Source: an optimization exercise on an open RTL-to-GDS flow (aim: small area, a short achievable clock period and few clock cycles per item). Production flows keep margins and buffers that such runs may drop. In this exercise RTL edits were held to simulation tests only and were not proved equivalent to the original. Power figures rest on the tool's default switching activity, not on a simulated workload.

==> flow/design.v, too long to show whole: its modules and the start of the top module <==
// module iopc_mul: 746 lines
// module iopc_ctrl: 70 lines
// module int64_power_overflow_checked: 241 lines
module int64_power_overflow_checked (
   input  logic        clock,
   input  logic        reset,
   input  logic        req_valid,
   output logic        req_stall,
   input  logic [63:0] req_base,
   input  logic [63:0] req_exponent,
   output logic        rsp_valid,
   input  logic        rsp_stall,
   output logic [63:0] rsp_power,
   output logic        rsp_overflow
);
  // ...
==> flow/run.sh <==
#!/bin/bash
# synth_recipe.tcl (not shown) runs the flow's synth.tcl, then flattens the netlist and writes it again
# the make line also repeats each setting of config.mk as NAME=value (left out here)
make -C /OpenROAD-flow-scripts/flow DESIGN_CONFIG=/design/flow/config.mk WORK_HOME=/design/flow/orfs CLKGATE_MAP_FILE= SYNTH_SCRIPT=/design/flow/synth_recipe.tcl finish
==> flow/config.mk <==
export PLATFORM = sky130hd
export DESIGN_NAME = int64_power_overflow_checked
export DESIGN_NICKNAME = int64_power_overflow_checked
export VERILOG_FILES = /design/flow/design.v
export SDC_FILE = /design/flow/constraint.sdc
export NUM_CORES = 4
export LEC_CHECK = 0
export CAP_MARGIN = 20
export CORE_MARGIN = 2
export CORE_UTILIZATION = 65
export CTS_BUF_LIST = sky130_fd_sc_hd__clkbuf_4
export SETUP_SLACK_MARGIN = 5
export SLEW_MARGIN = 20
==> flow/constraint.sdc <==
create_clock -name core_clock -period 10.0 [get_ports {clock}]
set_input_delay 2.0000 -clock core_clock [delete_from_list [all_inputs] [get_ports {clock}]]
set_output_delay 2.0000 -clock core_clock [all_outputs]
set_load 0.01 [all_outputs]
==> flow_metrics.tcl, run 1 <==
set metrics [dict create \
    status "timing/DRC/antenna clean" \
    yosys_warnings 6 \
    reg2reg_slack_ps 4940 \
    drt_iter0_markers 4986 \
    ctsHoldBuffers 0 \
    peakVddDrop_uv 441 \
    finalSetupTns_ps 0 \
    multi_input_area_um2 24300 \
    cts_resized 121 \
    port_buffers 198 \
    worstSetupPathType "reg -> reg" \
    hold_viol_final 0 \
    crit_fanout 17 \
    seq_area_um2 12500 \
    multi_input_cells 2824 \
    n_antenna_cell 4 \
    p_seq_uw 2110 \
    final_cells 4862 \
    syn_inst 3763 \
    start_kind "register" \
    clkCellAreaFrac 0.0308 \
    core_um2 57500 \
    p_int_uw 4330 \
    route.vias.total 33767 \
    setup_viol 0 \
    maxPowerGroup "combinational logic" \
    numClockSinks 421 \
    syn_area_um2 37600 \
    grt_antenna_before_repair 10 \
    design.seq.count 421 \
    ant_nets 0 \
    grt_pass1_vias 33208 \
    grt_pass1_wl_um 207000 \
    synth_area_leaders "edfxtp_1, fa_1, ha_1" \
]
Testbench counts, summed over its fixed seeds: cycles 13,192, items 8,000.
==> module int64_power_overflow_checked, before the edit <==
module int64_power_overflow_checked (
   input  logic        clock,
   input  logic        reset,
   input  logic        req_valid,
   output logic        req_stall,
   input  logic [63:0] req_base,
   input  logic [63:0] req_exponent,
   output logic        rsp_valid,
   input  logic        rsp_stall,
   output logic [63:0] rsp_power,
   output logic        rsp_overflow
);
   localparam int K  = iopc_pkg::K;
   localparam int QD = iopc_pkg::QD;
   localparam int QW = $clog2(QD);
   localparam int NC = (64 + K - 1) / K;    
   localparam int NB = (32 + K - 1) / K;    
   logic        in_full, in_comp, in_neg;
   logic [1:0]  in_code;
   logic [63:0] in_r;
   logic [5:0]  in_erem;
   logic [NB-1:0] in_idx;
   iopc_ctrl u_cls (
      .b      (req_base),
      .e      (req_exponent),
      .full   (in_full),
      .code   (in_code),
      .comp   (in_comp),
      .r_init (in_r),
      .neg    (in_neg),
      .e_rem  (in_erem),
      .idx    (in_idx)
   );
   logic [2:0]  q_mem [QD];   
   logic [QW:0] q_cnt;
   logic [2:0]  q_head;
   logic        i_valid;
   logic        i_comp;
   logic [63:0] i_r;
   logic        i_neg;
   logic [5:0]  i_erem;
   logic [NB-1:0] i_idx;
   logic        c_busy;
   logic        c_comp;      
   logic [63:0] r_ff;        
   logic [31:0] m_ff;        
   logic        neg_ff;
   logic [5:0]  erem_ff;
   logic        mul_ff;      
   logic        last_ff;     
   logic [NC-1:0] idx_ff;    
   logic        res_ff;      
   logic        first_ff;    
   logic        ovf_pend;    
   logic [65:0] s_ff, cv_ff;
   logic        rp;          
   logic        rp_ovf, rp_chk;
   logic        neg_sel;     
   logic        o_valid;
   logic [63:0] o_val;
   logic        o_ovf;
   logic        q_push, q_pop, o_take, o_free, r_done, step_en, accept, in_take;
   logic        c_fin, c_take, fin_norm, fin_ovf;
   logic [31:0] mul_a;
   logic [K-1:0] chunk;
   logic [65:0] s_new, cv_new, s_acc, cv_acc, add_x, add_y, sum;
   logic        big, ovf_pre, last_nx;
   logic [62:0] r_sfx;       
   logic [NC-1:0] sum_top;
   logic [NC*K-1:0] r_pad, sum_pad;
   assign req_stall = i_valid || (q_cnt == (QW + 1)'(QD));
   assign accept    = req_valid && !req_stall;
   assign q_push    = accept;
   assign q_head    = q_mem[0];
   assign rsp_valid = (q_cnt != '0) && (!q_head[2] || o_valid);
   assign q_pop     = rsp_valid && !rsp_stall;
   assign o_take    = q_pop && q_head[2];
   always_comb begin
      if (q_head[2]) begin
         rsp_power    = o_ovf ? 64'd0 : o_val;
         rsp_overflow = o_ovf;
      end else begin
         rsp_power    = {{63{q_head[1:0] == iopc_pkg::RES_M1}},
                         (q_head[1:0] == iopc_pkg::RES_ONE) || (q_head[1:0] == iopc_pkg::RES_M1)};
         rsp_overflow = (q_head[1:0] == iopc_pkg::RES_OVF);
      end
   end
   assign o_free  = !o_valid || o_take;
   assign r_done  = rp && o_free;
   assign step_en = !rp || o_free;
   assign in_take = accept && in_full;
   assign mul_a = mul_ff ? m_ff : r_ff[31:0];
   assign r_pad = (NC * K)'(r_ff);
   always_comb begin
      chunk = '0;
      for (int j = 0; j < NC; j++) chunk |= r_pad[K * j +: K] & {K{idx_ff[j]}};
   end
   assign s_acc  = first_ff ? 66'd0 : s_ff;
   assign cv_acc = first_ff ? 66'd0 : cv_ff;
   iopc_mul #(.K(K)) u_mul (
      .s_in  (s_acc),
      .c_in  (cv_acc),
      .a     (mul_a),
      .chunk (chunk),
      .s_out (s_new),
      .c_out (cv_new)
   );
   assign add_x = s_ff ^ {66{neg_sel}};
   assign add_y = cv_ff ^ {66{neg_sel}};
   assign sum   = add_x + add_y + {64'd0, neg_sel, 1'b0};
   assign big   = neg_sel ? !(&sum[65:63]) : (|sum[65:63]);
   assign sum_pad = (NC * K)'(sum[63:0]);
   always_comb begin
      sum_top = NC'(1);
      for (int j = 1; j < NC; j++) begin
         if (|sum_pad[K * j +: K]) sum_top = NC'(1) << j;
      end
   end
   always_comb begin
      r_sfx[62] = r_ff[63];
      for (int t = 61; t >= 0; t--) r_sfx[t] = r_sfx[t + 1] | r_ff[t + 1];
   end
   always_comb begin
      ovf_pre = 1'b0;
      if (mul_ff) begin
         for (int j = 1; j < 32; j++) begin
            if (m_ff[j] && r_sfx[63 - j]) ovf_pre = 1'b1;
         end
      end else begin
         ovf_pre = |r_ff[63:32];
      end
   end
   assign last_nx = (!mul_ff && erem_ff[5]) ? (erem_ff[4:0] == 5'b10000)
                                            : (erem_ff[3:0] == 4'b1000) && !erem_ff[4];
   assign fin_norm = c_comp && !ovf_pend && !res_ff && !ovf_pre && idx_ff[0] && last_ff;
   assign fin_ovf  = c_comp && (ovf_pend || (!res_ff && ovf_pre));
   assign c_fin    = c_busy && step_en && (!c_comp || fin_ovf || fin_norm);
   assign c_take   = !c_busy || c_fin;
   always_ff @(posedge clock) begin
      if (reset) begin
         q_cnt <= '0;
      end else begin
         q_cnt <= q_cnt + (QW + 1)'(q_push) - (QW + 1)'(q_pop);
      end
      for (int j = 0; j < QD; j++) begin
         if (q_push && (q_pop ? (QW + 1)'(j + 1) == q_cnt : (QW + 1)'(j) == q_cnt)) begin
            q_mem[j] <= {in_full, in_code};
         end else if (q_pop) begin
            q_mem[j] <= (j + 1 < QD) ? q_mem[(j + 1) % QD] : 3'd0;
         end
      end
      if (reset) begin
         i_valid <= 1'b0;
      end else if (accept && !c_take) begin
         i_valid <= in_full;
      end else if (c_take) begin
         i_valid <= 1'b0;
      end
      if (accept && !c_take) begin
         i_comp <= in_comp;
         i_r    <= in_r;
         i_neg  <= in_neg;
         i_erem <= in_erem;
         i_idx  <= in_idx;
      end
      if (reset) begin
         c_busy <= 1'b0;
      end else if (c_take) begin
         c_busy <= i_valid || in_take;
      end
      if (c_take) begin
         c_comp   <= i_valid ? i_comp : in_comp;
         r_ff     <= i_valid ? i_r : in_r;
         m_ff     <= i_valid ? i_r[31:0] : in_r[31:0];
         neg_ff   <= i_valid ? i_neg : in_neg;
         erem_ff  <= i_valid ? i_erem : in_erem;
         last_ff  <= (i_valid ? i_erem : in_erem) == 6'b010000;
         idx_ff   <= NC'(i_valid ? i_idx : in_idx);
         mul_ff   <= 1'b0;
         res_ff   <= 1'b0;
         first_ff <= 1'b1;
         ovf_pend <= 1'b0;
      end else if (c_busy && step_en) begin
         if (res_ff) begin
            r_ff     <= sum[63:0];
            ovf_pend <= big;
            idx_ff   <= sum_top;
            res_ff   <= 1'b0;
            first_ff <= 1'b1;
            last_ff  <= last_nx;
            if (!mul_ff && erem_ff[5]) begin
               mul_ff <= 1'b1;
            end else begin
               mul_ff  <= 1'b0;
               erem_ff <= erem_ff << 1;
            end
         end else begin
            first_ff <= 1'b0;
            if (idx_ff[0]) begin
               res_ff <= 1'b1;
            end else begin
               idx_ff <= idx_ff >> 1;
            end
         end
      end
      if (c_busy && step_en && !res_ff) begin
         if (!c_comp) begin
            s_ff  <= {{2{r_ff[63]}}, r_ff};
            cv_ff <= '0;
         end else begin
            s_ff  <= s_new;
            cv_ff <= cv_new;
         end
      end
      if (reset) begin
         rp      <= 1'b0;
         neg_sel <= 1'b0;
      end else if (c_fin) begin
         rp      <= 1'b1;
         neg_sel <= fin_norm && neg_ff;
      end else if (r_done) begin
         rp      <= 1'b0;
         neg_sel <= 1'b0;
      end
      if (c_fin) begin
         rp_ovf <= fin_ovf;
         rp_chk <= fin_norm;
      end
      if (reset) begin
         o_valid <= 1'b0;
      end else if (r_done) begin
         o_valid <= 1'b1;
      end else if (o_take) begin
         o_valid <= 1'b0;
      end
      if (r_done) begin
         o_val <= sum[63:0];
         o_ovf <= rp_ovf || (rp_chk && big);
      end
   end
endmodule
==> run 2, diff against run 1 <==
--- a/flow/design.v
+++ b/flow/design.v
@@ -881,6 +881,8 @@
    logic        mul_ff;      
    logic        last_ff;     
    logic [NC-1:0] idx_ff;    
+   logic        cm_ff;       
+   logic [NB-1:0] midx_ff;   
    logic        res_ff;      
    logic        first_ff;    
    logic        ovf_pend;    
@@ -899,7 +901,8 @@
    logic        big, ovf_pre, last_nx;
    logic [62:0] r_sfx;       
    logic [NC-1:0] sum_top;
-   logic [NC*K-1:0] r_pad, sum_pad;
+   logic [NC*K-1:0] r_pad, sum_pad, src_pad;
+   logic        next_cm;
    assign req_stall = i_valid || (q_cnt == (QW + 1)'(QD));
    assign accept    = req_valid && !req_stall;
    assign q_push    = accept;
@@ -921,11 +924,12 @@
    assign r_done  = rp && o_free;
    assign step_en = !rp || o_free;
    assign in_take = accept && in_full;
-   assign mul_a = mul_ff ? m_ff : r_ff[31:0];
+   assign mul_a = (mul_ff && !cm_ff) ? m_ff : r_ff[31:0];
    assign r_pad = (NC * K)'(r_ff);
+   assign src_pad = cm_ff ? (NC * K)'(m_ff) : r_pad;
    always_comb begin
       chunk = '0;
-      for (int j = 0; j < NC; j++) chunk |= r_pad[K * j +: K] & {K{idx_ff[j]}};
+      for (int j = 0; j < NC; j++) chunk |= src_pad[K * j +: K] & {K{idx_ff[j]}};
    end
    assign s_acc  = first_ff ? 66'd0 : s_ff;
    assign cv_acc = first_ff ? 66'd0 : cv_ff;
@@ -962,6 +966,7 @@
          ovf_pre = |r_ff[63:32];
       end
    end
+   assign next_cm = !mul_ff && erem_ff[5] && (sum[63:32] == 32'd0);
    assign last_nx = (!mul_ff && erem_ff[5]) ? (erem_ff[4:0] == 5'b10000)
                                             : (erem_ff[3:0] == 4'b1000) && !erem_ff[4];
    assign fin_norm = c_comp && !ovf_pend && !res_ff && !ovf_pre && idx_ff[0] && last_ff;
@@ -1008,6 +1013,8 @@
          erem_ff  <= i_valid ? i_erem : in_erem;
          last_ff  <= (i_valid ? i_erem : in_erem) == 6'b010000;
          idx_ff   <= NC'(i_valid ? i_idx : in_idx);
+         midx_ff  <= i_valid ? i_idx : in_idx;
+         cm_ff    <= 1'b0;
          mul_ff   <= 1'b0;
          res_ff   <= 1'b0;
          first_ff <= 1'b1;
@@ -1016,7 +1023,8 @@
          if (res_ff) begin
             r_ff     <= sum[63:0];
             ovf_pend <= big;
-            idx_ff   <= sum_top;
+            idx_ff   <= next_cm ? NC'(midx_ff) : sum_top;
+            cm_ff    <= next_cm;
             res_ff   <= 1'b0;
             first_ff <= 1'b1;
             last_ff  <= last_nx;
==> run 2 against run 1 <==
Wire length is 4.3% lower. Die area increased by 0.82%. Synthesized cell count up 0.85%. Critical path depth shrank 1.
==> flow_metrics.tcl, run 2 <==
set metrics [dict create \
    maxCapViolations 0 \
    finalClockSkew_ps 105 \
    grt_max_degree 103 \
    firstDrtPassIters 9 \
    slew_viol_final 0 \
    ys_seq_area_frac 0.332 \
    period_needed_ps 5170 \
    ctsHoldBuffers 0 \
    synth_top_area_frac 0.323 \
    synth_top_flop_cell "edfxtp_1" \
    synth_common_cells "nor2_1, edfxtp_1, fa_1, inv_1, nand2_1" \
    syn_avg_cell_area_um2 10.0 \
    syn_area_um2 37900 \
    finalSetupTns_ps 0 \
    grt_pass1_vias 33097 \
    max_freq_mhz 193 \
    wl_met1_um 49700 \
    synth_most_common_cell "nor2_1" \
    yosys.area.top_type "edfxtp_1" \
    grt_overflow 0 \
    drt_iter0_markers 4955 \
    n_fill_cell 3595 \
    worstSetupPathType "reg -> reg" \
    cp_cell_sequence "buf_6, a222oi_1, nand3_1, nand2_2, buf_12, buf_12, nor2_1, fa_1, fa_1, inv_1, fa_1, inv_1, fa_1, fa_1, mux2_2" \
    die_w_um 246 \
    route.vias.total 33593 \
    path_common_cell "fa_1" \
    rsz0062_at_grt "true" \
    wl_met3_um 20800 \
    place_area_um2 40500 \
    place_congestion 1.02 \
    hold_viol_final 0 \
    syn_inst 3795 \
    cp_slowest_cell "fa_1" \
    peakVddDrop_uv 253 \
    tightest_slew_ps 1180 \
    rows 88 \
    reg_top3 "s_ff x66, cv_ff x65" \
    ys_seq_elements 425 \
    crit_buf_inv 5 \
    met2_length_um 61300 \
    largest_reg_flops 66 \
    numCtsBuffers 107 \
    yosysUniqueCellTypes 84 \
    hp-class "reg -> reg" \
    synth_nets 4433 \
    crit_fanout 11 \
    htreeDepth 3 \
    cts.reportedPaths.clkPinSlew_ps 80 \
    synth-async-reset-ratio 0 \
    clk_latency_ps 970 \
    regMostFlops "s_ff" \
    area_growth_pct 19.0 \
    clk_path_buf_depth 3 \
    grt_pass1_wl_um 201000 \
    chipHeight_um 246 \
    grt_antenna_before_repair 15 \
    drive_above_1_share 0.177 \
    status "timing/DRC/antenna clean" \
    post-route-period-util 0.517 \
    synth_edf_count 408 \
    relSlewSlack 0.194 \
    ant_nets 0 \
    grt_usage 0.452 \
    slowest_delay_ps 580 \
    hpwlAfterDp_um 98500 \
    wl_per_cell_um 28.5 \
    ios 199 \
    root_buffer "clkbuf_4" \
    arrival_ps 5820 \
    power_density_nw_per_um2 162 \
    synth_area_leaders "edfxtp_1, fa_1, ha_1" \
    initial_utilization 0.657 \
    numClockSinks 425 \
    core_um2 57700 \
    die_area_um2 60300 \
    start_kind "register" \
    p_leak_uw 0.0193 \
    setup_viol 0 \
    multi_input_area_um2 24700 \
    end_kind "register" \
    pre_cts_ws_ps 3430 \
    seq_area_um2 12600 \
    crit_family "adder cells" \
    maxUsedRoutingLayer "met5" \
    cts_tree "yes" \
    wl_um 141000 \
    design_area_um2 45100 \
    fin_ws_ps 4830 \
    final_common_cell "nor2_1" \
    port_buffers 198 \
    yosys_warnings 6 \
    fin_nets 4722 \
    drc_errors 0 \
    via_per_inst 6.79 \
    mostFrequentLayoutCells "nor2_1, edfxtp_1, fa_1, inv_1, nand2_1" \
    required_ps 10640 \
]
==> run 2: cell types whose count changed after synthesis, sizes merged, moves of 10 or more <==
cell	delta
and4	-12
and2	-28
and3	+32
a21o	-10
buf	-17
clkbuf	+18
nor2	+17
nand2b	+12
mux2	+27
==> run 2: where the power goes <==
| part | switching, uW | internal, uW | total [uW] |
|---|---|---|---|
| clock network | 785 | 758 | 1540 |
| logic | 2020 | 1600 | 3620 |
| registers | 106 | 2030 | 2130 |
| total | 2910 | 4390 | 7290 |
==> run 2: cells by family after synthesis <==
group                      share of synthesized area
AOI/OAI and AO/OA                              0.101
xor gates and xnor gates                      0.0506
adders and majority gates                      0.232
buffers and inverters                         0.0524
DFF                                            0.332
muxes                                         0.0646
and+or+nand+nor                                0.167
==> run 2: layout make-up <==
cell class                      count  area share
Antenna cell                       14    0.000776
Clock buffer                      151      0.0251
Clock inverter                     46     0.00588
Inverter                          307      0.0256
Multi-Input combinational cell   2854       0.547
Sequential cell                   425       0.279
Tap cell                          765      0.0212
Timing Repair Buffer              389      0.0956
==> run 2: final timing paths <==
check	cells after the start	start	to	slack, ps
setup / recovery	15	idx_ff[2]	s_ff[34]	4830
hold / removal	1	rp_ovf	o_ovf	510
setup reg to reg	15	idx_ff[2]	s_ff[34]	4830
hold reg to reg	1	rp_ovf	o_ovf	510
==> run 2: worst register-to-register path, stage by stage, from the launching register on <==
cell and delay [ps]:
edfxtp_1 390, buf_6 170, a222oi_1 540, nand3_1 230, nand2_2 180, buf_12 140
buf_12 120, nor2_1 50, fa_1 530, fa_1 580, inv_1 60, fa_1 540
inv_1 60, fa_1 550, fa_1 460, mux2_2 290
==> run 2: layer usage <==
layer	vias to the layer above	GRT usage
met5	-	0
met4	12	0.220
met3	713	0.142
met2	2868	0.679
met1	16229	0.597
li1	13771	-
==> run 2: repair_timing <==
action,CTS,global route
cloned,15,8
pin swaps,36,63
setup buffers,69,69
resized for setup,158,141
setup endpoints to repair,277,260
==> run 2: through the flow <==
step | hold slack (ps) | utilization | power, uW | std cells
finish | 508 | 0.783 | 7290 | 4951
global route | 533 | 0.782 | 7600 | 4942
CTS | 515 | 0.758 | 7070 | 4860
detailed placement | 487 | 0.702 | 5420 | 4579
global placement | 502 | 0.702 | 5300 | 4578
floorplan | 474 | - | 3970 | 3795
Testbench counts of run 2, summed over its fixed seeds: cycles 12,752, items 8,000.
==> run 3, diff against run 2 <==
--- a/flow/config.mk
+++ b/flow/config.mk
@@ -7,7 +7,6 @@
 export LEC_CHECK = 0
 export CAP_MARGIN = 20
 export CORE_MARGIN = 2
-export CORE_UTILIZATION = 65
-export CTS_BUF_LIST = sky130_fd_sc_hd__clkbuf_4
+export CORE_UTILIZATION = 40
 export SETUP_SLACK_MARGIN = 5
 export SLEW_MARGIN = 20
==> run 3 against run 2 <==
Critical path depth is 2 lower. Via count fell by 7.8%. Clock-buffer cell count shrank 86. Register-to-register slack improved by 110 ps. Global-route usage down 17 points. Clock power up 26%. Final cell count increased by 7.4%. Sequential share of layout area is 0.47 points lower. Maximum frequency grew 2.3%. Synthesized cell count unchanged. Clock skew decreased by 57 ps.
==> flow_metrics.tcl, run 3 <==
set metrics [dict create \
    root_buffer "clkbuf_16" \
    die_area_um2 97300 \
    grt_busiest_layer "met2" \
    use_met3 0.0565 \
    ant_nets 0 \
    synth-async-reset-ratio 0 \
    post-route-period-util 0.506 \
    chipHeight_um 312 \
    synth_nets 4433 \
    initial_utilization 0.405 \
    rows 112 \
    syn_avg_cell_area_um2 10.0 \
    crit_buf_inv 3 \
    finish.utilization 0.491 \
    p_leak_uw 0.0193 \
    place_area_um2 41200 \
    reg2reg_to "s_ff[14]" \
    firstDrtPassIters 6 \
    start_kind "register" \
    synth_top_flop_cell "edfxtp_1" \
    required_ps 10360 \
    slew_viol_final 0 \
    wl_um 141000 \
    grt_pass1_wl_um 203000 \
    via_per_inst 5.82 \
    finalClockSkew_ps 48.1 \
    yosys_warnings 6 \
    ys_seq_area_frac 0.332 \
    drt_iter0_markers 3510 \
    period_needed_ps 5060 \
    synth_top_area_frac 0.323 \
    grt_usage 0.280 \
    yosysUniqueCellTypes 84 \
    yosys.area.top_type "edfxtp_1" \
    whs_ps 502 \
    area_growth_pct 21.1 \
    crit_start "r_ff[16]" \
    relSlewSlack 0.337 \
    hpwlAfterDp_um 102000 \
    clk_path_buf_depth 3 \
    max_freq_mhz 198 \
    crit_family "adder cells" \
    r2r-start "r_ff[16]" \
    core_um2 93600 \
    synth_most_common_cell "nor2_1" \
    hold_viol_final 0 \
    synth_common_cells "nor2_1, edfxtp_1, fa_1, inv_1, nand2_1" \
    slowest_delay_ps 570 \
    synth_edf_count 408 \
    final_common_cell "nor2_1" \
    htreeDepth 2 \
    worstHoldStart "rp_ovf" \
    syn_area_um2 37900 \
    reg_top3 "s_ff x66, cv_ff x65" \
    crit_fanout 8 \
    cp_slowest_cell "fa_1" \
    hp-class "reg -> reg" \
    wl_per_cell_um 26.6 \
    syn_inst 3795 \
    power_uw 7520 \
    worstSetupPathType "reg -> reg" \
    ys_seq_elements 425 \
    cp_cell_sequence "a222oi_1, and3_1, a31oi_4, clkbuf_16, buf_8, nand2_1, fa_1, fa_1, fa_1, inv_1, fa_1, fa_1, mux2_2" \
    rr_worst_depth 13 \
    tightest_slew_ps 995 \
    grt_pass1_vias 30644 \
    numCtsBuffers 49 \
    cts.reportedPaths.clkPinSlew_ps 60 \
    fin_nets 4658 \
    setup_viol 0 \
    end_kind "register" \
    synth_area_leaders "edfxtp_1, fa_1, ha_1" \
    maxCapViolations 0 \
    grt_overflow 0 \
    cts_tree "yes" \
    design_area_um2 45900 \
    power_density_nw_per_um2 164 \
    grt_max_degree 85 \
    grt.met1_usage 0.387 \
    regMostFlops "s_ff" \
    path_common_cell "fa_1" \
    grt_antenna_before_repair 5 \
    use_met2 0.435 \
    rsz0062_at_grt "true" \
    route.vias.total 30967 \
    place_congestion 0.970 \
    whs_path_depth 1 \
    clk_latency_ps 650 \
    status "timing/DRC/antenna clean" \
    mostFrequentLayoutCells "nor2_1, edfxtp_1, fa_1, inv_1, nand2_1" \
    peakVddDrop_uv 205 \
    reg2reg_slack_ps 4940 \
    drc_errors 0 \
    numClockSinks 425 \
    arrival_ps 5420 \
    drive_above_1_share 0.160 \
    finalSetupTns_ps 0 \
    largest_reg_flops 66 \
    port_buffers 198 \
    die_w_um 312 \
    ios 199 \
    whs_endpoint "o_ovf" \
]
-- run 3: cell counts after synthesis --
Identical to the previous run, type by type.
-- run 3: worst max path at each step --
stage               slack, ps    endpoint  depth (start not counted)
detailed placement       3750      c_busy                         12
finish                   4940    s_ff[14]                         13
global placement         3740      c_busy                         12
CTS                      4870   idx_ff[2]                         16
floorplan                5000  erem_ff[0]                          8
global route             4840    s_ff[14]                         15
-- run 3: stage by stage --
stage | instances | setup slack, ps
finish | 5317 | 4940
global route | 5314 | 4840
CTS | 5256 | 4870
detailed placement | 5082 | 3750
global placement | 5082 | 3740
floorplan | 3795 | 5000
-- run 3: cells by family (layout without fill, tap and decap cells) --
| group | Yosys count | in the layout | share of synthesized area |
|---|---|---|---|
| other | 0 | 3 | 0 |
| xor gates and xnor gates | 219 | 219 | 0.0506 |
| and+or+nand+nor | 1315 | 1326 | 0.167 |
| muxes | 225 | 225 | 0.0646 |
| buffers and inverters | 523 | 775 | 0.0524 |
| AOI/OAI and AO/OA | 582 | 584 | 0.101 |
| DFF | 425 | 425 | 0.332 |
| adders and majority gates | 506 | 506 | 0.232 |
-- run 3: cell type report --
cell class / instances / area, um^2
Antenna cell: 3 / 7.51
Clock buffer: 65 / 1370
Clock inverter: 26 / 375
Fill cell: 8727 / 47700
Inverter: 307 / 1160
Multi-Input combinational cell: 2860 / 24800
Sequential cell: 425 / 12600
Tap cell: 1254 / 1570
Timing Repair Buffer: 377 / 4030
-- run 3: worst reg2reg max path: cells and delay by family (launching register included) --
| kind | cells | cell delay, ps |
|---|---|---|
| compound gates | 2 | 600 |
| fa+ha+maj | 5 | 2510 |
| buf+inv | 3 | 440 |
| flops | 1 | 560 |
| mux | 1 | 300 |
| simple gates | 2 | 390 |
-- run 3: what timing repair did --
item,4_1_cts,5_1_grt
resized for setup,181,133
pin swaps,61,87
cloned,17,10
buffers inserted,66,48
endpoints found under the setup margin,242,207
hold buffers,0,0
-- run 3: report_power, final --
| part | total (uW) | switching [uW] | internal [uW] |
|---|---|---|---|
| combinational | 3440 | 1920 | 1520 |
| sequential | 2140 | 110 | 2030 |
| clock | 1940 | 791 | 1150 |
| total | 7520 | 2820 | 4700 |
-- run 3: layer usage --
metal  part of all wire  up-vias  wire length (um)
met2               0.45     1594             63000
met3              0.097      317             13700
met1               0.41    15452             58200
li1                   -    13602                 -
met5           0.000092        -                13
met4              0.045        2              6390
==> run 4, diff against run 3 <==
--- a/flow/design.v
+++ b/flow/design.v
@@ -924,14 +924,14 @@
    assign r_done  = rp && o_free;
    assign step_en = !rp || o_free;
    assign in_take = accept && in_full;
-   assign mul_a = (mul_ff && !cm_ff) ? m_ff : r_ff[31:0];
+   assign mul_a = !c_comp ? 32'd1 : (mul_ff && !cm_ff) ? m_ff : r_ff[31:0];
    assign r_pad = (NC * K)'(r_ff);
    assign src_pad = cm_ff ? (NC * K)'(m_ff) : r_pad;
    always_comb begin
       chunk = '0;
       for (int j = 0; j < NC; j++) chunk |= src_pad[K * j +: K] & {K{idx_ff[j]}};
    end
-   assign s_acc  = first_ff ? 66'd0 : s_ff;
+   assign s_acc  = first_ff ? (c_comp ? 66'd0 : ({{2{r_ff[63]}}, r_ff} >> K)) : s_ff;
    assign cv_acc = first_ff ? 66'd0 : cv_ff;
    iopc_mul #(.K(K)) u_mul (
       .s_in  (s_acc),
@@ -1012,7 +1012,7 @@
          neg_ff   <= i_valid ? i_neg : in_neg;
          erem_ff  <= i_valid ? i_erem : in_erem;
          last_ff  <= (i_valid ? i_erem : in_erem) == 6'b010000;
-         idx_ff   <= NC'(i_valid ? i_idx : in_idx);
+         idx_ff   <= (i_valid ? i_comp : in_comp) ? NC'(i_valid ? i_idx : in_idx) : NC'(1);
          midx_ff  <= i_valid ? i_idx : in_idx;
          cm_ff    <= 1'b0;
          mul_ff   <= 1'b0;
@@ -1043,14 +1043,9 @@
             end
          end
       end
-      if (c_busy && step_en && !res_ff) begin
-         if (!c_comp) begin
-            s_ff  <= {{2{r_ff[63]}}, r_ff};
-            cv_ff <= '0;
-         end else begin
-            s_ff  <= s_new;
-            cv_ff <= cv_new;
-         end
+      if (step_en) begin
+         s_ff  <= s_new;
+         cv_ff <= cv_new;
       end
       if (reset) begin
          rp      <= 1'b0;
==> run 4 against run 3 <==
Critical path depth up 5. Largest cell class unchanged. Sequential share of layout area increased by 1.5 points. First-iteration DRC count shrank 11%. Still clean.
==> flow_metrics.tcl, run 4 <==
set metrics [dict create \
    crit_family "compound AO/OA/AOI/OAI gates" \
    numClockSinks 425 \
    cts_tree "yes" \
    chipHeight_um 308 \
    finalClockSkew_ps 48.7 \
    required_ps 10480 \
    n_fill_cell 8491 \
    rsz0062_at_grt "true" \
    power_density_nw_per_um2 118 \
    wl_per_cell_um 25.8 \
    die_w_um 308 \
    end_kind "register" \
    grt_antenna_before_repair 9 \
    finish.utilization 0.477 \
    grt_usage 0.266 \
    crit_start "neg_sel" \
    clk_latency_ps 630 \
    multi_input_area_um2 23500 \
    cp_cell_sequence "buf_4, clkbuf_16, xor2_1, ha_1, ha_1, nand2_1, a32oi_2, nand4_1, buf_4, buf_4, a211oi_4, nor3_4, o41ai_4, a21oi_2, xnor2_2, nor4b_4, or4b_4, a21oi_2" \
    use_met3 0.0476 \
    worstSetupPathType "reg -> reg" \
    synth-async-reset-ratio 0 \
    worstHoldStart "rp" \
    final_common_cell "nor2_1" \
    drive_above_1_share 0.143 \
    max_freq_mhz 200 \
    seqPwrFrac 0.415 \
    ios 199 \
    power_switching_uw 1570 \
    hp-class "reg -> reg" \
    crit_buf_inv 4 \
    firstDrtPassIters 10 \
    switching_share 0.304 \
    mostFrequentLayoutCells "nor2_1, edfxtp_1, inv_1, fa_1, nand2_1" \
    finalSetupTns_ps 0 \
    slew_viol_final 0 \
    hold_viol_final 0 \
    initial_utilization 0.403 \
    die_area_um2 94800 \
    relSlewSlack 0.181 \
    yosysUniqueCellTypes 97 \
    cp_slowest_cell "or4b_4" \
    tightest_slew_ps 1220 \
    arrival_ps 5480 \
    ys_seq_elements 425 \
    post-route-period-util 0.501 \
    slowest_delay_ps 510 \
    grt.met1_usage 0.365 \
    period_needed_ps 5010 \
    synth_common_cells "nor2_1, edfxtp_1, inv_1, fa_1, nand2_1" \
    path_common_cell "buf_4" \
    fin_nets 4472 \
    whs_ps 520 \
    reg_top3 "s_ff x66, cv_ff x65" \
    ant_nets 0 \
    synth_edf_count 411 \
    largest_reg_flops 66 \
    htreeDepth 2 \
    via_per_inst 5.81 \
    setup_viol 0 \
    drc_errors 0 \
    synth_most_common_cell "nor2_1" \
    grt_max_degree 131 \
    grt_pass1_wl_um 187000 \
    wl_um 130000 \
    syn_area_um2 36900 \
    pwr-share-comb 0.241 \
    start_kind "register" \
    place_congestion 0.980 \
    syn_avg_cell_area_um2 10.0 \
    synth_top_flop_cell "edfxtp_1" \
    rows 111 \
    numCtsBuffers 48 \
    crit_fanout 14 \
    p_int_uw 3590 \
    syn_inst 3678 \
    regMostFlops "s_ff" \
    seq_area_um2 12600 \
    drt_iter0_markers 3122 \
    core_um2 91500 \
    cts.reportedPaths.clkPinSlew_ps 60 \
    yosys_warnings 6 \
    use_met2 0.422 \
    port_buffers 198 \
    synth_top_area_frac 0.334 \
    hpwlAfterDp_um 95200 \
    yosys.area.top_type "edfxtp_1" \
    grt_overflow 0 \
    r2r-start "neg_sel" \
    ys_seq_area_frac 0.342 \
    synth_area_leaders "edfxtp_1, fa_1, ha_1" \
    p_leak_uw 0.0194 \
    grt_busiest_layer "met2" \
    maxCapViolations 0 \
    peakVddDrop_uv 142 \
    grt_pass1_vias 28593 \
    clk_path_buf_depth 3 \
    route.vias.total 29404 \
    status "timing/DRC/antenna clean" \
    p_clk_frac 0.344 \
    root_buffer "clkbuf_16" \
    area_growth_pct 18.3 \
    synth_nets 4316 \
]
[run 4: final cells by class]
class / count / share of cell area
Tap cell: 1186 / 0.0340
Antenna cell: 2 / 0.000115
Clock inverter: 33 / 0.00759
Multi-Input combinational cell: 2701 / 0.538
Sequential cell: 425 / 0.289
Clock buffer: 53 / 0.0279
Inverter: 349 / 0.0303
Timing Repair Buffer: 309 / 0.0730
[run 4: kinds of logic (layout without fill, tap and decap cells)]
| group | after synthesis | in the layout | share of synthesized area |
|---|---|---|---|
| flops | 425 | 425 | 0.342 |
| mux | 156 | 156 | 0.0463 |
| compound gates | 635 | 636 | 0.114 |
| buf+inv | 559 | 744 | 0.0575 |
| simple gates | 1183 | 1189 | 0.150 |
| fa+ha+maj | 506 | 506 | 0.239 |
| xor+xnor | 214 | 214 | 0.0508 |
| other cells | 0 | 2 | 0 |
[run 4: metal layers]
metal  share of wire  wire length, um
met1            0.41            53300
met2            0.45            59300
met3           0.092            12000
met4           0.044             5710
met5         0.00028               36
[run 4: worst paths after layout]
path / end / slack (ps) / cells past startpoint
worst max register to register: idx_ff[4] / 4990 / 18
worst min register to register: o_valid / 520 / 2
worst min-delay path: o_valid / 520 / 2
worst max-delay path: idx_ff[4] / 4990 / 18
[run 4: stage by stage]
step	std cells	power [uW]	area (um^2)	setup slack, ps
after CTS	4998	5130	42200	4920
after floorplan	3678	2750	37000	3200
after global placement	4879	3360	39900	3300
after detailed placement	4879	3360	39900	3300
final	5058	5150	43700	4990
after global routing	5056	5320	43700	4920
[run 4: repair_timing]
action / in CTS / in global routing
endpoints found under the setup margin: 313 / 258
cloned: 4 / 12
hold buffers: 0 / 0
pin swaps: 20 / 69
resized for setup: 103 / 211
buffers inserted: 29 / 46
[run 4: tightest hold or removal path, stage by stage (launching register included)]
cell and delay, ps:
dfxtp_1 350, nor2_1 60, nor2_1 70
[run 4: power by group through the flow]
stage	clock network [uW]	logic, uW	registers (uW)
after floorplan	0	627	2120
after global placement	0	1190	2170
after detailed placement	0	1190	2170
after CTS	1780	1210	2130
after global routing	1850	1330	2140
final	1770	1240	2140
Testbench counts of run 4, summed over its fixed seeds: cycles 12,752, items 8,000.
==> run 5, diff against run 4 <==
--- a/flow/design.v
+++ b/flow/design.v
@@ -881,6 +881,7 @@
    logic        mul_ff;      
    logic        last_ff;     
    logic [NC-1:0] idx_ff;    
+   logic [NB-1:0] idm_ff;    
    logic        cm_ff;       
    logic [NB-1:0] midx_ff;   
    logic        res_ff;      
@@ -901,7 +902,8 @@
    logic        big, ovf_pre, last_nx;
    logic [62:0] r_sfx;       
    logic [NC-1:0] sum_top;
-   logic [NC*K-1:0] r_pad, sum_pad, src_pad;
+   logic [NC*K-1:0] r_pad, sum_pad, m_pad;
+   logic        last_chunk;
    logic        next_cm;
    assign req_stall = i_valid || (q_cnt == (QW + 1)'(QD));
    assign accept    = req_valid && !req_stall;
@@ -926,10 +928,12 @@
    assign in_take = accept && in_full;
    assign mul_a = !c_comp ? 32'd1 : (mul_ff && !cm_ff) ? m_ff : r_ff[31:0];
    assign r_pad = (NC * K)'(r_ff);
-   assign src_pad = cm_ff ? (NC * K)'(m_ff) : r_pad;
+   assign m_pad = (NC * K)'(m_ff);
+   assign last_chunk = idx_ff[0] || idm_ff[0];
    always_comb begin
       chunk = '0;
-      for (int j = 0; j < NC; j++) chunk |= src_pad[K * j +: K] & {K{idx_ff[j]}};
+      for (int j = 0; j < NC; j++) chunk |= r_pad[K * j +: K] & {K{idx_ff[j]}};
+      for (int j = 0; j < NB; j++) chunk |= m_pad[K * j +: K] & {K{idm_ff[j]}};
    end
    assign s_acc  = first_ff ? (c_comp ? 66'd0 : ({{2{r_ff[63]}}, r_ff} >> K)) : s_ff;
    assign cv_acc = first_ff ? 66'd0 : cv_ff;
@@ -969,7 +973,7 @@
    assign next_cm = !mul_ff && erem_ff[5] && (sum[63:32] == 32'd0);
    assign last_nx = (!mul_ff && erem_ff[5]) ? (erem_ff[4:0] == 5'b10000)
                                             : (erem_ff[3:0] == 4'b1000) && !erem_ff[4];
-   assign fin_norm = c_comp && !ovf_pend && !res_ff && !ovf_pre && idx_ff[0] && last_ff;
+   assign fin_norm = c_comp && !ovf_pend && !res_ff && !ovf_pre && last_chunk && last_ff;
    assign fin_ovf  = c_comp && (ovf_pend || (!res_ff && ovf_pre));
    assign c_fin    = c_busy && step_en && (!c_comp || fin_ovf || fin_norm);
    assign c_take   = !c_busy || c_fin;
@@ -1015,6 +1019,7 @@
          idx_ff   <= (i_valid ? i_comp : in_comp) ? NC'(i_valid ? i_idx : in_idx) : NC'(1);
          midx_ff  <= i_valid ? i_idx : in_idx;
          cm_ff    <= 1'b0;
+         idm_ff   <= '0;
          mul_ff   <= 1'b0;
          res_ff   <= 1'b0;
          first_ff <= 1'b1;
@@ -1023,7 +1028,8 @@
          if (res_ff) begin
             r_ff     <= sum[63:0];
             ovf_pend <= big;
-            idx_ff   <= next_cm ? NC'(midx_ff) : sum_top;
+            idx_ff   <= next_cm ? '0 : sum_top;
+            idm_ff   <= next_cm ? midx_ff : '0;
             cm_ff    <= next_cm;
             res_ff   <= 1'b0;
             first_ff <= 1'b1;
@@ -1036,10 +1042,11 @@
             end
          end else begin
             first_ff <= 1'b0;
-            if (idx_ff[0]) begin
+            if (last_chunk) begin
                res_ff <= 1'b1;
             end else begin
                idx_ff <= idx_ff >> 1;
+               idm_ff <= idm_ff >> 1;
             end
          end
       end
==> run 5 against run 4 <==
Flip-flop and latch count rose by 3. Critical path depth down 13. Sequential power about the same. Cell area is 0.80% lower. Via count is essentially flat. Largest cell class unchanged. Register-to-register slack gained 80 ps. Global-route usage rose by 0.39 points. Clock skew up 15 ps. Maximum frequency is 1.3% lower. Still clean. Setup slack lost 64 ps. Clock-buffer cell count is 7 higher.
==> flow_metrics.tcl, run 5 <==
set metrics [dict create \
    status "timing/DRC/antenna clean" \
    yosysUniqueCellTypes 87 \
    chipHeight_um 308 \
    finalSetupTns_ps 0 \
    synth_most_common_cell "nor2_1" \
    rsz0062_at_grt "true" \
    area_growth_pct 17.0 \
    synth_area_leaders "edfxtp_1, fa_1, ha_1" \
    yosys.area.top_type "edfxtp_1" \
    rows 111 \
    die_area_um2 95000 \
    n_fill_cell 8613 \
    ctsHoldBuffers 0 \
    grt_antenna_before_repair 11 \
    ios 199 \
    maxCapViolations 0 \
    worstHoldStart "midx_ff[0]" \
    synth_common_cells "nor2_1, edfxtp_1, inv_1, fa_1, nand2_1" \
    synth_top_flop_cell "edfxtp_1" \
    cp_slowest_cell "nor2b_2" \
    drive_above_1_share 0.127 \
    reg2reg_slack_ps 5070 \
    largest_reg_flops 66 \
    reg2reg_to "cv_ff[31]" \
    die_w_um 308 \
    route.vias.total 29386 \
    r2r-start "r_ff[48]" \
    dp.cells 4897 \
    arrival_ps 3070 \
    relSlewSlack 0.209 \
    synth_nets 4341 \
    initial_utilization 0.404 \
    clk_latency_ps 650 \
    cts.reportedPaths.clkPinSlew_ps 60 \
    ant_nets 0 \
    required_ps 8000 \
    syn_area_um2 37000 \
    hpwlAfterDp_um 96800 \
    hp-class "reg -> reg" \
    slew_viol_final 0 \
    core_um2 91700 \
    grt_usage 0.270 \
    clk_path_buf_depth 3 \
    mostFrequentLayoutCells "nor2_1, edfxtp_1, inv_1, fa_1, nand2_1" \
    via_per_inst 5.81 \
    max_freq_mhz 197 \
    power_density_nw_per_um2 122 \
    place_congestion 0.996 \
    synth-async-reset-ratio 0 \
    ys_seq_area_frac 0.343 \
    firstDrtPassIters 7 \
    wl_per_cell_um 25.9 \
    seq_area_um2 12700 \
    drt_iter0_markers 3239 \
    synth_top_area_frac 0.333 \
    period_needed_ps 5070 \
    yosys_warnings 6 \
    root_buffer "clkbuf_16" \
    ys_seq_elements 428 \
    whs_endpoint "idm_ff[0]" \
    start_kind "register" \
    rr_worst_depth 13 \
    final_common_cell "nor2_1" \
    grt_pass1_wl_um 190000 \
    cp_cell_sequence "inv_1, ha_2, nor2b_2, a21o_1, clkdlybuf4s50_1" \
    wl_um 131000 \
    tightest_slew_ps 1180 \
    end_kind "output port" \
    fin_nets 4469 \
    numClockSinks 428 \
    grt_pass1_vias 28894 \
    p_leak_uw 0.0190 \
    post-route-period-util 0.507 \
    port_buffers 198 \
    reg_top3 "s_ff x66, cv_ff x65" \
    worstSetupPathType "reg -> out" \
    htreeDepth 2 \
    cts_tree "yes" \
    finalClockSkew_ps 63.9 \
    crit_fanout 13 \
    grt_max_degree 77 \
    multi_input_area_um2 23100 \
    drc_errors 0 \
    syn_avg_cell_area_um2 10.0 \
    grt_overflow 0 \
    n_antenna_cell 0 \
    hold_viol_final 0 \
    setup_viol 0 \
    numCtsBuffers 49 \
    regMostFlops "s_ff" \
    final_cells 5057 \
    slowest_delay_ps 880 \
    whs_path_depth 1 \
    peakVddDrop_uv 112 \
    syn_inst 3703 \
    synth_edf_count 411 \
]
-- run 5: cell count changes in the layout (fill, tap and decap cells not counted), moves of 8 or more --
cell             previous run  this run
nand2_8                    10         1
nor2_1                    458       450
nand2_4                    12         0
o21ai_0                   147       162
dlymetal6s2s_1             28         1
a221oi_4                    0         9
nand2_1                   223       260
ha_4                       16         2
buf_4                      78        65
clkdlybuf4s50_1           158       197
ha_1                      147       160
nand4_1                    45        58
-- run 5: timing repair --
item                                    in CTS  in global routing
pin swaps                                    5                 67
cloned                                       1                  8
endpoints found under the setup margin     280                245
setup buffers                               27                 33
resized for setup                           73                131
-- run 5: critical path: cells and delay by family (launching register included) --
family	cells	cell delay (ps)
buf+inv	2	640
compound gates	1	190
simple gates	1	880
fa+ha+maj	1	320
flops	1	410
-- run 5: cell type report --
class,count,share of cell area
multi-input combinational,2709,0.534
timing repair buffer,295,0.0715
inverter,348,0.0303
sequential,428,0.293
clock buffer,60,0.0293
clock inverter,31,0.00765
tap,1186,0.0343
-- run 5: per-layer routing --
layer  vias to the layer above  global-route usage  part of all wire
li1                      13026                   -                 -
met1                     14731               0.376              0.42
met2                      1349               0.426              0.45
met3                       278              0.0455             0.090
met4                         2              0.0919             0.040
met5                         -                   0          0.000069
-- run 5: kinds of logic after synthesis --
logic type | count (synthesis) | share of synthesized area
fa+ha+maj | 506 | 0.238
compound gates | 621 | 0.109
flops | 428 | 0.343
buf+inv | 567 | 0.0579
mux | 159 | 0.0471
simple gates | 1207 | 0.154
xor+xnor | 215 | 0.0509
-- run 5: power breakdown --
part	leakage [uW]	switching (uW)	internal [uW]	total, uW
clock	0.000774	817	1020	1840
combinational	0.0138	719	579	1300
sequential	0.00447	92.6	2060	2150
total	0.0190	1630	3660	5290
-- run 5: metrics by stage --
stage | cell area [um^2] | setup slack, ps | power [uW] | hold WS [ps] | util
6_report | 43300 | 4930 | 5290 | 452 | 0.473
2_1_floorplan | 37100 | 4710 | 2760 | 426 | -
3_3_place_gp | 40100 | 3470 | 3380 | 436 | 0.438
5_1_grt | 43300 | 4880 | 5460 | 462 | 0.473
3_5_place_dp | 40100 | 3940 | 3380 | 442 | 0.438
4_1_cts | 42300 | 4730 | 5220 | 456 | 0.461
-- run 5: how the worst max path moves through the flow --
| stage | start | end | slack, ps | cells after the start |
|---|---|---|---|---|
| floorplan | rsp_stall | i_comp | 4710 | 11 |
| detailed placement | neg_sel | idx_ff[1] | 3940 | 15 |
| finish | q_mem[0][0] | rsp_power[10] | 4930 | 5 |
| global placement | neg_sel | idx_ff[3] | 3470 | 14 |
| global route | q_mem[0][0] | rsp_power[17] | 4880 | 5 |
| CTS | q_mem[0][0] | rsp_power[46] | 4730 | 6 |
Testbench counts of run 5, summed over its fixed seeds: cycles 12,752, items 8,000.
==> module iopc_ctrl, before the edit <==
module iopc_ctrl (
   input  logic [63:0] b,
   input  logic [63:0] e,
   output logic        full,      
   output logic [1:0]  code,      
   output logic        comp,      
   output logic [63:0] r_init,    
   output logic        neg,       
   output logic [5:0]  e_rem,     
   output logic [(32+iopc_pkg::K-1)/iopc_pkg::K-1:0] idx   
);
   logic        bneg, eneg, ezero, ebig, e_one, mag_le1, mag_ge32, pc_ovf, bm1, bz;
   logic [63:0] magp;
   logic [31:0] mag32;
   logic [5:0]  e6;
   localparam int K  = iopc_pkg::K;
   localparam int NB = (32 + K - 1) / K;
   logic [NB-1:0] ge_chunk;    
   assign bneg  = b[63];
   assign mag32 = bneg ? (32'd0 - b[31:0]) : b[31:0];
   assign magp  = b ^ {64{bneg}};           
   assign eneg  = e[63];
   assign ezero = (e == 64'd0);
   assign ebig  = |e[62:6];
   assign e6    = e[5:0];
   assign e_one = !eneg && !ebig && (e6 == 6'd1);
   assign bm1   = &b;
   assign bz    = (b[63:1] == 63'd0) && !b[0];
   assign mag_le1  = (b[63:1] == 63'd0) || bm1;
   assign mag_ge32 = bneg ? (!(&b[63:32]) || (b[31:0] == 32'd0)) : (|b[63:32]);
   always_comb begin
      pc_ovf = 1'b0;
      for (int p = 2; p < 32; p++) begin
         if ((|(magp >> p)) && (e6 >= 6'((64 + p - 1) / p))) pc_ovf = 1'b1;
      end
   end
   always_comb begin
      ge_chunk[0] = 1'b1;
      for (int j = 1; j < NB; j++) begin
         ge_chunk[j] = bneg ? (((b >> (K * j)) != ({64{1'b1}} >> (K * j))) ||
                               ((b << (64 - K * j)) == 64'd0))
                            : (|(b >> (K * j)));
      end
   end
   always_comb begin
      idx = '0;
      for (int j = 0; j < NB; j++) begin
         if (ge_chunk[j] && (j == NB - 1 || !ge_chunk[j + 1])) idx[j] = 1'b1;
      end
   end
   always_comb begin
      full = 1'b0;
      comp = 1'b0;
      if (eneg)                           code = iopc_pkg::RES_ZERO;
      else if (ezero)                     code = iopc_pkg::RES_ONE;
      else if (mag_le1)                   code = bz ? iopc_pkg::RES_ZERO :
                                                 (bm1 && e[0]) ? iopc_pkg::RES_M1 : iopc_pkg::RES_ONE;
      else if (e_one)                     begin code = iopc_pkg::RES_ZERO; full = 1'b1; end
      else if (ebig || mag_ge32 || pc_ovf) code = iopc_pkg::RES_OVF;
      else                                begin code = iopc_pkg::RES_ZERO; full = 1'b1; comp = 1'b1; end
   end
   assign r_init = e_one ? b : {32'd0, mag32};
   assign neg    = bneg && e[0];
   always_comb begin
      e_rem = 6'b100000;
      for (int i = 1; i < 6; i++) begin
         if (e6[i] && (e6 >> (i + 1)) == 6'd0) e_rem = 6'((e6 << (6 - i)) | (6'd1 << (5 - i)));
      end
   end
endmodule
==> run 6, diff against run 5 <==
--- a/flow/design.v
+++ b/flow/design.v
@@ -769,7 +769,7 @@
    output logic [5:0]  e_rem,     
    output logic [(32+iopc_pkg::K-1)/iopc_pkg::K-1:0] idx   
 );
-   logic        bneg, eneg, ezero, ebig, e_one, mag_le1, mag_ge32, pc_ovf, bm1, bz;
+   logic        bneg, eneg, ezero, ebig, e_one, e_low1, mag_le1, mag_ge32, pc_ovf, bm1, bz;
    logic [63:0] magp;
    logic [31:0] mag32;
    logic [5:0]  e6;
@@ -784,6 +784,7 @@
    assign ebig  = |e[62:6];
    assign e6    = e[5:0];
    assign e_one = !eneg && !ebig && (e6 == 6'd1);
+   assign e_low1 = (e6 == 6'd1);
    assign bm1   = &b;
    assign bz    = (b[63:1] == 63'd0) && !b[0];
    assign mag_le1  = (b[63:1] == 63'd0) || bm1;
@@ -807,19 +808,20 @@
       for (int j = 0; j < NB; j++) begin
          if (ge_chunk[j] && (j == NB - 1 || !ge_chunk[j + 1])) idx[j] = 1'b1;
       end
+      if (e_low1) idx = NB'(1);
    end
    always_comb begin
       full = 1'b0;
-      comp = 1'b0;
       if (eneg)                           code = iopc_pkg::RES_ZERO;
       else if (ezero)                     code = iopc_pkg::RES_ONE;
       else if (mag_le1)                   code = bz ? iopc_pkg::RES_ZERO :
                                                  (bm1 && e[0]) ? iopc_pkg::RES_M1 : iopc_pkg::RES_ONE;
       else if (e_one)                     begin code = iopc_pkg::RES_ZERO; full = 1'b1; end
       else if (ebig || mag_ge32 || pc_ovf) code = iopc_pkg::RES_OVF;
-      else                                begin code = iopc_pkg::RES_ZERO; full = 1'b1; comp = 1'b1; end
+      else                                begin code = iopc_pkg::RES_ZERO; full = 1'b1; end
    end
-   assign r_init = e_one ? b : {32'd0, mag32};
+   assign comp   = !e_low1;    
+   assign r_init = e_low1 ? b : {32'd0, mag32};
    assign neg    = bneg && e[0];
    always_comb begin
       e_rem = 6'b100000;
@@ -902,7 +904,8 @@
    logic        big, ovf_pre, last_nx;
    logic [62:0] r_sfx;       
    logic [NC-1:0] sum_top;
-   logic [NC*K-1:0] r_pad, sum_pad, m_pad;
+   logic [NC*K-1:0] r_pad, ub_pad, m_pad;
+   logic [65:0] sc_or;
    logic        last_chunk;
    logic        next_cm;
    assign req_stall = i_valid || (q_cnt == (QW + 1)'(QD));
@@ -949,11 +952,12 @@
    assign add_y = cv_ff ^ {66{neg_sel}};
    assign sum   = add_x + add_y + {64'd0, neg_sel, 1'b0};
    assign big   = neg_sel ? !(&sum[65:63]) : (|sum[65:63]);
-   assign sum_pad = (NC * K)'(sum[63:0]);
+   assign sc_or  = s_ff | cv_ff;
+   assign ub_pad = (NC * K)'({sc_or[62:0], 1'b0});
    always_comb begin
       sum_top = NC'(1);
       for (int j = 1; j < NC; j++) begin
-         if (|sum_pad[K * j +: K]) sum_top = NC'(1) << j;
+         if (|ub_pad[K * j +: K]) sum_top = NC'(1) << j;
       end
    end
    always_comb begin
@@ -970,7 +974,7 @@
          ovf_pre = |r_ff[63:32];
       end
    end
-   assign next_cm = !mul_ff && erem_ff[5] && (sum[63:32] == 32'd0);
+   assign next_cm = !mul_ff && erem_ff[5] && (sc_or[65:31] == 35'd0);
    assign last_nx = (!mul_ff && erem_ff[5]) ? (erem_ff[4:0] == 5'b10000)
                                             : (erem_ff[3:0] == 4'b1000) && !erem_ff[4];
    assign fin_norm = c_comp && !ovf_pend && !res_ff && !ovf_pre && last_chunk && last_ff;
@@ -1016,7 +1020,7 @@
          neg_ff   <= i_valid ? i_neg : in_neg;
          erem_ff  <= i_valid ? i_erem : in_erem;
          last_ff  <= (i_valid ? i_erem : in_erem) == 6'b010000;
-         idx_ff   <= (i_valid ? i_comp : in_comp) ? NC'(i_valid ? i_idx : in_idx) : NC'(1);
+         idx_ff   <= NC'(i_valid ? i_idx : in_idx);
          midx_ff  <= i_valid ? i_idx : in_idx;
          cm_ff    <= 1'b0;
          idm_ff   <= '0;
==> run 6 against run 5 <==
Critical path depth up 12. Via count down 4.0%. Hold slack better by 13 ps. Non-clock buffer count down 14. Sequential power up 28%. Clock power up 9.8%. Cell area down 1.6%. Register-to-register slack worse by 80 ps. Global-route usage down 1.1 points. Final cell count down 2.6%. First-iteration DRC count down 11%. Power up 82%. Critical endpoint is now o_ovf. Highest routed layer is now met4.
==> flow_metrics.tcl, run 6 <==
set metrics [dict create \
    htreeDepth 2 \
    mostFrequentLayoutCells "nor2_1, edfxtp_1, inv_1, fa_1, nand2_1" \
    ios 199 \
    drive_above_1_share 0.123 \
    worstSetupPathType "reg -> reg" \
    crit_buf_inv 3 \
    ant_nets 0 \
    synth_edf_count 408 \
    area_growth_pct 16.7 \
    syn_area_um2 36500 \
    syn_inst 3582 \
    end_kind "register" \
    hold_viol_final 0 \
    cts_tree "yes" \
    initial_utilization 0.405 \
    synth_area_leaders "edfxtp_1, fa_1, ha_1" \
    final_cells 4923 \
    grt_antenna_before_repair 4 \
    hpwlAfterDp_um 91300 \
    yosysUniqueCellTypes 88 \
    grt_overflow 0 \
    ys_seq_elements 428 \
    relSlewSlack 0.292 \
    ctsHoldBuffers 0 \
    clk_path_buf_depth 3 \
    power_density_nw_per_um2 225 \
    die_w_um 306 \
    core_um2 90300 \
    grt_max_degree 79 \
    ys_seq_area_frac 0.346 \
    port_buffers 198 \
    max_freq_mhz 200 \
    reg_top3 "s_ff x66, cv_ff x65" \
    rows 110 \
    dp.cells 4785 \
    yosys.area.top_type "edfxtp_1" \
    cp_slowest_cell "nor3_1" \
    synth-async-reset-ratio 0 \
    final_common_cell "nor2_1" \
    peakVddDrop_uv 140 \
    route.vias.total 28224 \
    grt_pass1_vias 28344 \
    clk_latency_ps 620 \
    start_kind "register" \
    numCtsBuffers 49 \
    finalClockSkew_ps 29.4 \
    pre_cts_ws_ps 3760 \
    maxCapViolations 0 \
    wl_per_cell_um 25.0 \
    required_ps 10380 \
    synth_most_common_cell "nor2_1" \
    finalSetupTns_ps 0 \
    p_leak_uw 0.0188 \
    crit_family "simple AND/OR/NAND/NOR gates" \
    synth_common_cells "nor2_1, edfxtp_1, inv_1, fa_1, nand2_1" \
    wl_um 123000 \
    post-route-period-util 0.501 \
    largest_reg_flops 66 \
    setup_viol 0 \
    yosys_warnings 6 \
    synth_top_flop_cell "edfxtp_1" \
    grt_pass1_wl_um 182000 \
    status "timing/DRC/antenna clean" \
    fin_nets 4345 \
    n_antenna_cell 0 \
    synth_nets 4220 \
    crit_fanout 14 \
    grt_usage 0.259 \
    synth_top_area_frac 0.335 \
    fin_ws_ps 4990 \
    rsz0062_at_grt "true" \
    arrival_ps 5390 \
    via_per_inst 5.73 \
    place_congestion 0.963 \
    syn_avg_cell_area_um2 10.2 \
    slowest_delay_ps 500 \
    power_uw 9600 \
    period_needed_ps 5010 \
    numClockSinks 428 \
    firstDrtPassIters 7 \
    root_buffer "clkbuf_16" \
    chipHeight_um 306 \
    hp-class "reg -> reg" \
    drt_iter0_markers 2872 \
    die_area_um2 93700 \
    cts.reportedPaths.clkPinSlew_ps 70 \
    tightest_slew_ps 1030 \
    slew_viol_final 0 \
    regMostFlops "s_ff" \
    n_fill_cell 8452 \
    drc_errors 0 \
    cp_cell_sequence "buf_4, buf_16, xor2_1, ha_1, ha_1, nand2_1, nor3_1, nand3_1, a31oi_1, buf_4, o211ai_1, nand2_1, o21ai_0, xor2_1, or2_2, or3_1, a31o_1" \
]
## run 6: cell count changes in the layout (fill, tap and decap cells not counted), sizes merged, moves of 18 or more
cell	previous run	this run
nand2	283	232
dlymetal6s2s	1	19
o21ai	173	145
a21o	83	102
a21oi	140	122
clkdlybuf4s50	197	166
## run 6: final timing paths
kind                 from  endpoint  slack (ps)  cells past startpoint
setup reg to reg  neg_sel     o_ovf        4990                     17
setup / recovery  neg_sel     o_ovf        4990                     17
hold reg to reg     cm_ff     cm_ff         470                      2
hold / removal      cm_ff     cm_ff         470                      2
## run 6: layer usage
metal	up-vias	part of all wire	track usage
met5	-	0	0
met4	0	0.036	0.0852
met3	209	0.078	0.0438
met2	1247	0.46	0.412
met1	14210	0.43	0.360
li1	12558	-	-
## run 6: timing repair
action,4_1_cts,5_1_grt
pin swaps,10,50
endpoints found under the setup margin,233,202
gates resized for setup,56,141
buffers inserted,15,25
cloned,1,6
## run 6: area by class of cell
class	count	area, um^2	share of cell area
inverters	350	1320	0.0311
flip-flops and latches	428	12700	0.297
multi-input cells	2597	22400	0.526
clock inverters	37	536	0.0126
clock buffers	54	1240	0.0292
repair buffers	281	2960	0.0694
well taps	1176	1470	0.0345
## run 6: logic make-up (layout without fill, tap and decap cells)
| group | after synthesis | in the layout | synth area share |
|---|---|---|---|
| AOI/OAI and AO/OA | 561 | 561 | 0.101 |
| xor gates and xnor gates | 227 | 227 | 0.0544 |
| adders and majority gates | 506 | 506 | 0.241 |
| buffers and inverters | 557 | 722 | 0.0588 |
| DFF | 428 | 428 | 0.346 |
| muxes | 161 | 161 | 0.0486 |
| and+or+nand+nor | 1142 | 1142 | 0.149 |
## run 6: through the flow
step / hold slack, ps / util / instance area [um^2]
after detailed placement: 453 / 0.439 / 39700
after floorplan: 431 / - / 36600
after global placement: 439 / 0.439 / 39700
after global routing: 490 / 0.472 / 42600
after CTS: 463 / 0.463 / 41800
final: 465 / 0.472 / 42600
## run 6: worst register-to-register path, stage by stage (launching register included)
cell and delay (ps):
dfxtp_4 430, buf_4 280, buf_16 210, xor2_1 170
ha_1 250, ha_1 450, nand2_1 180, nor3_1 500
nand3_1 210, a31oi_1 450, buf_4 240, o211ai_1 150
nand2_1 110, o21ai_0 130, xor2_1 190, or2_2 300
or3_1 300, a31o_1 220
## run 6: report_power, final
part / total, uW / leakage [uW] / internal, uW / switching [uW]
clock: 2020 / 0.000864 / 1220 / 805
sequential: 2750 / 0.00437 / 2480 / 271
combinational: 4830 / 0.0136 / 1930 / 2910
total: 9600 / 0.0188 / 5620 / 3980
Testbench counts of run 6, summed over its fixed seeds: cycles 12,850, items 8,000.
==> run 7, diff against run 6 <==
--- a/flow/design.v
+++ b/flow/design.v
@@ -878,6 +878,7 @@
    logic        c_comp;      
    logic [63:0] r_ff;        
    logic [31:0] m_ff;        
+   logic        op1_ff;      
    logic        neg_ff;
    logic [5:0]  erem_ff;
    logic        mul_ff;      
@@ -1016,7 +1017,7 @@
       if (c_take) begin
          c_comp   <= i_valid ? i_comp : in_comp;
          r_ff     <= i_valid ? i_r : in_r;
-         m_ff     <= i_valid ? i_r[31:0] : in_r[31:0];
+         op1_ff   <= 1'b1;
          neg_ff   <= i_valid ? i_neg : in_neg;
          erem_ff  <= i_valid ? i_erem : in_erem;
          last_ff  <= (i_valid ? i_erem : in_erem) == 6'b010000;
@@ -1034,6 +1035,7 @@
             ovf_pend <= big;
             idx_ff   <= next_cm ? '0 : sum_top;
             idm_ff   <= next_cm ? midx_ff : '0;
+            op1_ff   <= 1'b0;
             cm_ff    <= next_cm;
             res_ff   <= 1'b0;
             first_ff <= 1'b1;
@@ -1054,6 +1056,7 @@
             end
          end
       end
+      if (op1_ff) m_ff <= r_ff[31:0];
       if (step_en) begin
          s_ff  <= s_new;
          cv_ff <= cv_new;
==> run 7 against run 6 <==
Critical path depth is 3 lower. Largest power group unchanged. Critical path type unchanged. Register-to-register slack better by 50 ps. Clock-buffer cell count is 7 higher. Sequential share of layout area is 0.47 points higher. Setup slack better by 49 ps. Wire length is 1.8% higher. First-iteration DRC count is 0.35% lower. Hold slack better by 34 ps. Highest routed layer is now met5.
==> flow_metrics.tcl, run 7 <==
set metrics [dict create \
    n_fill_cell 8468 \
    synth_top_family_by_area "adder cells" \
    die_w_um 304 \
    port_buffers 198 \
    slew_viol_final 0 \
    numCtsBuffers 50 \
    cts.reportedPaths.clkPinSlew_ps 60 \
    yosys_warnings 6 \
    period_needed_ps 4960 \
    place_congestion 0.975 \
    clk_path_buf_depth 3 \
    largest_reg_flops 66 \
    dp.cells 4782 \
    drt_iter0_markers 2862 \
    worstSetupPathType "reg -> reg" \
    synth_nets 4223 \
    synth_area_leaders "edfxtp_1, fa_1, ha_1" \
    relSlewSlack 0.258 \
    start_kind "register" \
    firstDrtPassIters 8 \
    route.vias.total 28380 \
    via_per_inst 5.75 \
    root_buffer "clkbuf_16" \
    wl_um 125000 \
    power_density_nw_per_um2 230 \
    ys_seq_elements 429 \
    tightest_slew_ps 1100 \
    grt_overflow 0 \
    syn_avg_cell_area_um2 10.1 \
    hp-class "reg -> reg" \
    synth_top_area_frac 0.339 \
    fin_nets 4348 \
    mostFrequentLayoutCells "nor2_1, edfxtp_1, inv_1, fa_1, nand2_1" \
    syn_inst 3585 \
    drive_above_1_share 0.0983 \
    die_area_um2 92700 \
    peakVddDrop_uv 136 \
    end_kind "register" \
    hpwlAfterDp_um 92300 \
    p_leak_uw 0.0184 \
    grt_antenna_before_repair 7 \
    grt_max_degree 87 \
    post-route-period-util 0.496 \
    area_growth_pct 16.4 \
    crit_fanout 16 \
    status "timing/DRC/antenna clean" \
    synth-simple-area-share 0.148 \
    synth_common_cells "nor2_1, edfxtp_1, inv_1, fa_1, nand2_1" \
    final_cells 4932 \
    rows 110 \
    clk_latency_ps 640 \
    reg_top3 "s_ff x66, cv_ff x65" \
    numClockSinks 429 \
    yosys.area.top_type "edfxtp_1" \
    grt_pass1_wl_um 183000 \
    htreeDepth 2 \
    synth_compound_gate_area_share 0.108 \
    finalClockSkew_ps 39.4 \
    regMostFlops "s_ff" \
    grt_pass1_vias 27689 \
    required_ps 10340 \
    synth_top_flop_cell "edfxtp_1" \
    core_um2 89700 \
    chipHeight_um 304 \
    grt_usage 0.264 \
    synthMuxAreaShare 0.0353 \
    synth_xor_area_frac 0.0548 \
    max_freq_mhz 202 \
    ant_nets 0 \
    yosysUniqueCellTypes 85 \
    synth-async-reset-ratio 0 \
    ys_seq_area_frac 0.351 \
    synth_fa_ha_area_frac 0.244 \
    setup_viol 0 \
    finalSetupTns_ps 0 \
    syn_area_um2 36100 \
    hold_viol_final 0 \
    ios 199 \
    synth_most_common_cell "nor2_1" \
    wl_per_cell_um 25.4 \
    final_common_cell "nor2_1" \
    drc_errors 0 \
    maxCapViolations 0 \
    arrival_ps 5300 \
    synth_edf_count 408 \
    cts_tree "yes" \
    initial_utilization 0.402 \
    rsz0062_at_grt "false" \
]
[run 7: cell types whose count changed after synthesis, sizes merged, moves of 7 or more]
cell | previous run | this run
nand3 | 69 | 45
a21oi | 122 | 136
o21ai | 145 | 160
clkbuf | 169 | 178
nor2 | 459 | 491
mux2i | 29 | 62
buf | 38 | 30
a21o | 102 | 95
mux2 | 132 | 58
[run 7: metal layers]
layer | vias up | global-route usage | part of all wire
met3 | 249 | 0.0421 | 0.085
met4 | 4 | 0.0882 | 0.035
met5 | - | 0 | 0.00021
met2 | 1362 | 0.418 | 0.46
met1 | 14216 | 0.370 | 0.42
li1 | 12549 | - | -
[run 7: worst max-delay path, stage by stage (launching register included)]
cell	delay (ps)
edfxtp_1	440
buf_4	200
a222oi_1	330
nand3_1	220
a221oi_4	260
buf_4	170
buf_12	170
nor2_1	90
fa_1	530
fa_1	540
inv_1	50
fa_1	520
inv_1	70
fa_1	520
fa_1	520
[run 7: final timing paths]
| path | cells past startpoint | endpoint | startpoint | slack, ps |
|---|---|---|---|---|
| setup / recovery | 14 | s_ff[24] | idx_ff[1] | 5040 |
| hold / removal | 0 | m_ff[0] | r_ff[0] | 500 |
| setup reg to reg | 14 | s_ff[24] | idx_ff[1] | 5040 |
| hold reg to reg | 0 | m_ff[0] | r_ff[0] | 500 |
[run 7: repair_timing]
action | 4_1_cts | 5_1_grt
pin swaps | 15 | 28
endpoints found under the setup margin | 209 | 199
cloned | 3 | 4
resized for setup | 69 | 114
setup buffers | 17 | 28
hold buffers | 0 | 0
[run 7: report_power, final]
| group | internal [uW] | switching, uW |
|---|---|---|
| Clock | 1160 | 807 |
| Combinational | 1960 | 2960 |
| Sequential | 2480 | 291 |
[run 7: kinds of logic (layout without fill, tap and decap cells)]
| group | after synthesis | in the layout |
|---|---|---|
| AOI/OAI and AO/OA | 598 | 598 |
| buffers and inverters | 556 | 720 |
| muxes | 120 | 120 |
| DFF | 429 | 429 |
| xor gates and xnor gates | 226 | 226 |
| other | 0 | 4 |
| and+or+nand+nor | 1150 | 1153 |
| adders and majority gates | 506 | 506 |
[run 7: through the flow]
stage | hold slack [ps] | instance area [um^2] | power [uW] | setup slack (ps) | util
global route | 517 | 42000 | 10200 | 4970 | 0.468
floorplan | 444 | 36200 | 5640 | 4660 | -
finish | 499 | 42000 | 9650 | 5040 | 0.468
detailed placement | 481 | 39200 | 7520 | 3930 | 0.437
CTS | 495 | 41400 | 9540 | 4910 | 0.461
global placement | 480 | 39200 | 7480 | 3960 | 0.437
[run 7: cell type report]
type	instances	area (um^2)	area share
multi-input cells	2603	21900	0.520
clock inverters	33	437	0.0104
inverters	348	1310	0.0312
flip-flops and latches	429	12700	0.302
well taps	1176	1470	0.0350
repair buffers	278	2930	0.0697
clock buffers	61	1310	0.0312
diodes	4	10.0	0.000238
Testbench counts of run 7, summed over its fixed seeds: cycles 12,850, items 8,000.

what the ideal ports hide:
How much do the figures lean on ideal ports? The routed layouts below were timed once more, with nothing changed but the port constraints.
Step 1: set_driving_cell puts a clkbuf_16 on clock and a buf_2 on each other input, an assumption about the parent block.
Step 2 adds t to the input delays and takes it off the output delays; t is the mean of the earliest and latest rising clock arrival at the registers after step 1. Input paths then give back, and output paths get back, about the clock's delay inside the block.
Three values: ideal, step 1, step 2; two values: the first two.
run | t, ns | slack for setup (ns) | worst setup path after step 2 | latest minus earliest clock arrival (ns)
run 1 | 0.956 | 4.939 / 4.939 / 4.176 | input to register | 0.102 / 0.102
run 2 | 0.979 | 4.825 / 4.825 / 4.106 | input to register | 0.118 / 0.119
run 3 | 0.698 | 4.940 / 4.940 / 4.466 | input to register | 0.049 / 0.049
run 4 | 0.666 | 4.991 / 4.991 / 4.428 | input to register | 0.048 / 0.049
run 5 | 0.687 | 4.927 / 4.855 / 4.434 | input to register | 0.064 / 0.064
run 6 | 0.677 | 4.994 / 4.994 / 4.466 | input to register | 0.030 / 0.029
run 7 | 0.681 | 5.043 / 5.043 / 4.445 | input to register | 0.040 / 0.040
After both steps every run listed still meets setup and hold. For run 1, which loses most, drivers alone change the setup slack by 0.000 ns; drivers and shift together by -0.763 ns.
